From an optimization exercise on the open Yosys and OpenROAD flow, aimed at small area; shortcuts taken in it are not production practice.
Function was checked by simulation only, so behaviour that the tests miss may differ from the original.
No activity file was given, so power comes from the tool's default toggle rates.

05-25:
==> flow/design.v (excerpt) <==
module sobol_sequence_generator_top #(
  parameter int NUM_DIMS = 8
) (
  input  logic                                 clk,
  input  logic                                 rst_n,
  input  logic                                 in_valid,
  output logic                                 in_stall,
  input  logic                                 in_restart,
  output logic                                 out_valid,
  input  logic                                 out_stall,
  output logic [31:0]                          out_point_index,
  output logic                                 out_last_point,
  output logic [31:0]                          out_coord_0,
  output logic [31:0]                          out_coord_1,
  output logic [31:0]                          out_coord_2,
  output logic [31:0]                          out_coord_3,
  output logic [31:0]                          out_coord_4,
  output logic [31:0]                          out_coord_5,
  output logic [31:0]                          out_coord_6,
  output logic [31:0]                          out_coord_7,
  input  logic                                 psel,
  input  logic                                 penable,
  input  logic                                 pwrite,
  input  logic [sobol_gen_pkg::CFG_ADDR_W-1:0] paddr,
  input  logic [sobol_gen_pkg::CFG_DATA_W-1:0] pwdata,
  output logic [sobol_gen_pkg::CFG_DATA_W-1:0] prdata,
  output logic                                 pready
);
==> module sobol_sequence_generator_top, before the edit <==
module sobol_sequence_generator_top #(
  parameter int NUM_DIMS = 8
) (
  input  logic                                 clk,
  input  logic                                 rst_n,
  input  logic                                 in_valid,
  output logic                                 in_stall,
  input  logic                                 in_restart,
  output logic                                 out_valid,
  input  logic                                 out_stall,
  output logic [31:0]                          out_point_index,
  output logic                                 out_last_point,
  output logic [31:0]                          out_coord_0,
  output logic [31:0]                          out_coord_1,
  output logic [31:0]                          out_coord_2,
  output logic [31:0]                          out_coord_3,
  output logic [31:0]                          out_coord_4,
  output logic [31:0]                          out_coord_5,
  output logic [31:0]                          out_coord_6,
  output logic [31:0]                          out_coord_7,
  input  logic                                 psel,
  input  logic                                 penable,
  input  logic                                 pwrite,
  input  logic [sobol_gen_pkg::CFG_ADDR_W-1:0] paddr,
  input  logic [sobol_gen_pkg::CFG_DATA_W-1:0] pwdata,
  output logic [sobol_gen_pkg::CFG_DATA_W-1:0] prdata,
  output logic                                 pready
);
  logic        in_valid_r, out_valid_r, restart_r, lst, seek_p;
  logic [31:0] nidx;
  logic [31:0] xn [8];
  logic [3:0]  dims;
  logic [31:0] run_len;
  logic        load, in_take, clr, stepload, keep, last, wr_en, seek_we;
  logic [32:0] zb;       
  logic [31:0] dec, gray, lsb, u;
  logic [32:0] n1;
  logic [32:0] cy;       
  logic [255:0] w;
  assign pready  = 1'b1;
  assign wr_en   = psel & penable & pwrite;
  assign seek_we = wr_en & (paddr[3:2] == sobol_gen_pkg::REG_SEEK);
  sobol_gen_cfg u_cfg (
    .clk        (clk),
    .rst_n      (rst_n),
    .wr_en      (wr_en),
    .reg_sel    (paddr[3:2]),
    .pwdata     (pwdata),
    .next_index (lst ? 32'd0 : nidx),
    .prdata     (prdata),
    .dims       (dims),
    .run_len    (run_len)
  );
  assign load     = in_valid_r & (~out_valid_r | ~out_stall);
  assign in_stall = in_valid_r & ~load;
  assign in_take  = in_valid & ~in_stall;
  assign clr      = restart_r | lst;
  assign stepload = load & ~clr;
  assign keep     = ~(seek_p | (load & clr));
  for (genvar i = 0; i <= 32; i++) begin : g_pfx
    if (i == 0) begin : g_lo
      assign zb[i] = 1'b1;
      assign cy[i] = 1'b1;
    end else begin : g_hi
      assign zb[i] = ~|nidx[i-1:0];
      assign cy[i] = &nidx[i-1:0];
    end
  end
  assign dec  = nidx ^ zb[31:0];
  assign lsb  = nidx & zb[31:0];
  assign gray = dec ^ {1'b0, dec[31:1]};
  assign u    = seek_p ? gray : (stepload ? lsb : 32'd0);
  sobol_gen_core u_core (
    .u (u),
    .w (w)
  );
  assign n1   = clr ? 33'd1 : ({1'b0, nidx} ^ cy);
  assign last = n1 >= {1'b0, run_len};
  always_ff @(posedge clk) begin
    if (!rst_n) begin
      in_valid_r  <= 1'b0;
      out_valid_r <= 1'b0;
      lst         <= 1'b1;
      seek_p      <= 1'b0;
    end else begin
      in_valid_r  <= in_take | (in_valid_r & ~load);
      out_valid_r <= load | (out_valid_r & out_stall);
      seek_p      <= seek_we;
      if (seek_we)     lst <= 1'b0;
      else if (seek_p) lst <= zb[32];
      else if (load)   lst <= last;
    end
  end
  always_ff @(posedge clk) begin
    if (in_take) restart_r <= in_restart;
    if (seek_we)   nidx <= pwdata;
    else if (load) nidx <= n1[31:0];
  end
  for (genvar d = 0; d < 8; d++) begin : g_dim
    always_ff @(posedge clk) begin
      xn[d] <= ~((~xn[d] & {32{keep}}) ^ w[32*d +: 32]);
    end
  end
  assign out_valid       = out_valid_r;
  assign out_point_index = dec;
  assign out_last_point  = lst;
  assign out_coord_0     = (dims > 4'd0) ? ~xn[0] : 32'd0;
  assign out_coord_1     = (dims > 4'd1) ? ~xn[1] : 32'd0;
  assign out_coord_2     = (dims > 4'd2) ? ~xn[2] : 32'd0;
  assign out_coord_3     = (dims > 4'd3) ? ~xn[3] : 32'd0;
  assign out_coord_4     = (dims > 4'd4) ? ~xn[4] : 32'd0;
  assign out_coord_5     = (dims > 4'd5) ? ~xn[5] : 32'd0;
  assign out_coord_6     = (dims > 4'd6) ? ~xn[6] : 32'd0;
  assign out_coord_7     = (dims > 4'd7) ? ~xn[7] : 32'd0;
endmodule
==> flow/config.mk <==
export PLATFORM = sky130hd
export DESIGN_NAME = sobol_sequence_generator_top
export DESIGN_NICKNAME = sobol_sequence_generator_top
export VERILOG_FILES = /design/flow/design.v
export SDC_FILE = /design/flow/constraint.sdc
export NUM_CORES = 4
export LEC_CHECK = 0
export CAP_MARGIN = 20
export CORE_MARGIN = 2
export CORE_UTILIZATION = 40
export PLACE_DENSITY = 0.6
export SLEW_MARGIN = 20
==> flow/constraint.sdc <==
create_clock -name core_clock -period 7.0 [get_ports {clk}]
set_input_delay 1.4000 -clock core_clock [delete_from_list [all_inputs] [get_ports {clk}]]
set_output_delay 1.4000 -clock core_clock [all_outputs]
set_load 0.01 [all_outputs]
run.sh (not shown) runs the stock make flow with config.mk's settings and CLKGATE_MAP_FILE= SYNTH_SCRIPT=/design/flow/synth_recipe.tcl, a recipe that flattens the netlist after the stock synthesis.
Edits applied to the flow inputs when going from 05-25 to 09-20:
diff --git a/flow/design.v b/flow/design.v
--- a/flow/design.v
+++ b/flow/design.v
@@ -1493,11 +1493,10 @@
   logic [31:0] run_len;
   logic        load, in_take, clr, stepload, keep, last, wr_en, seek_we;
   logic [32:0] zb;       
   logic [31:0] dec, gray, lsb, u;
   logic [32:0] n1;
-  logic [32:0] cy;       
   logic [255:0] w;
   assign pready  = 1'b1;
   assign wr_en   = psel & penable & pwrite;
   assign seek_we = wr_en & (paddr[3:2] == sobol_gen_pkg::REG_SEEK);
   sobol_gen_cfg u_cfg (
@@ -1515,28 +1514,23 @@
   assign in_stall = in_valid_r & ~load;
   assign in_take  = in_valid & ~in_stall;
   assign clr      = restart_r | lst;
   assign stepload = load & ~clr;
   assign keep     = ~(seek_p | (load & clr));
-  for (genvar i = 0; i <= 32; i++) begin : g_pfx
-    if (i == 0) begin : g_lo
-      assign zb[i] = 1'b1;
-      assign cy[i] = 1'b1;
-    end else begin : g_hi
-      assign zb[i] = ~|nidx[i-1:0];
-      assign cy[i] = &nidx[i-1:0];
-    end
+  always_comb begin
+    zb[0] = 1'b1;
+    for (int i = 0; i < 32; i++) zb[i+1] = zb[i] & ~nidx[i];
   end
   assign dec  = nidx ^ zb[31:0];
   assign lsb  = nidx & zb[31:0];
   assign gray = dec ^ {1'b0, dec[31:1]};
   assign u    = seek_p ? gray : (stepload ? lsb : 32'd0);
   sobol_gen_core u_core (
     .u (u),
     .w (w)
   );
-  assign n1   = clr ? 33'd1 : ({1'b0, nidx} ^ cy);
+  assign n1   = clr ? 33'd1 : {1'b0, nidx} + 33'd1;
   assign last = n1 >= {1'b0, run_len};
   always_ff @(posedge clk) begin
     if (!rst_n) begin
       in_valid_r  <= 1'b0;
       out_valid_r <= 1'b0;
## What came out
- [09-20] flow finished | final checks: failed | reasons: setup timing
- Capture point of the worst path = out_point_index[21]: 05-25; capture point of the worst path = out_point_index[31]: 09-20
- Diff 05-25 -> 09-20: clock-buffer cell count up 15%; summed instance area of the synthesized netlist down about 0.45%; total power up 0.31 mW.
- The final-layout worst hold slack number comes out higher for 05-25 vs 09-20.
- As of 09-20, combinational power had risen by more than 10% compared to 05-25.
- Number of standard cells after synthesis, 05-25 and 09-20: larger value in 09-20
- Of 05-25 and 09-20, the run reporting the lower non-clock buffer instance count of the final layout was 05-25.

static timing again, ports no longer ideal:
In the flow no input, the clock included, has a driving cell. The finished layouts below were timed again as built, in two steps.
Step 1, drivers: a clkbuf_16 drives clk and a buf_2 each remaining input, both assumed.
Step 2, shift: input delay + t, output delay - t, t = (earliest + latest rising clock arrival at the registers) / 2. This alone moves slack from input paths to output paths.
Slacks: ideal ports / drivers / drivers and shift; pairs: ideal ports / drivers.
run | t (ns) | slack for setup (ns) | hold slack, ns | cell pins on the clock port's net
05-25 | 0.637 | 0.614 / 0.558 / 0.615 | 0.518 / 0.518 / 0.518 | 1
09-20 | 0.619 | -0.473 / -0.532 / -0.218 | 0.515 / 0.515 / 0.515 | 1
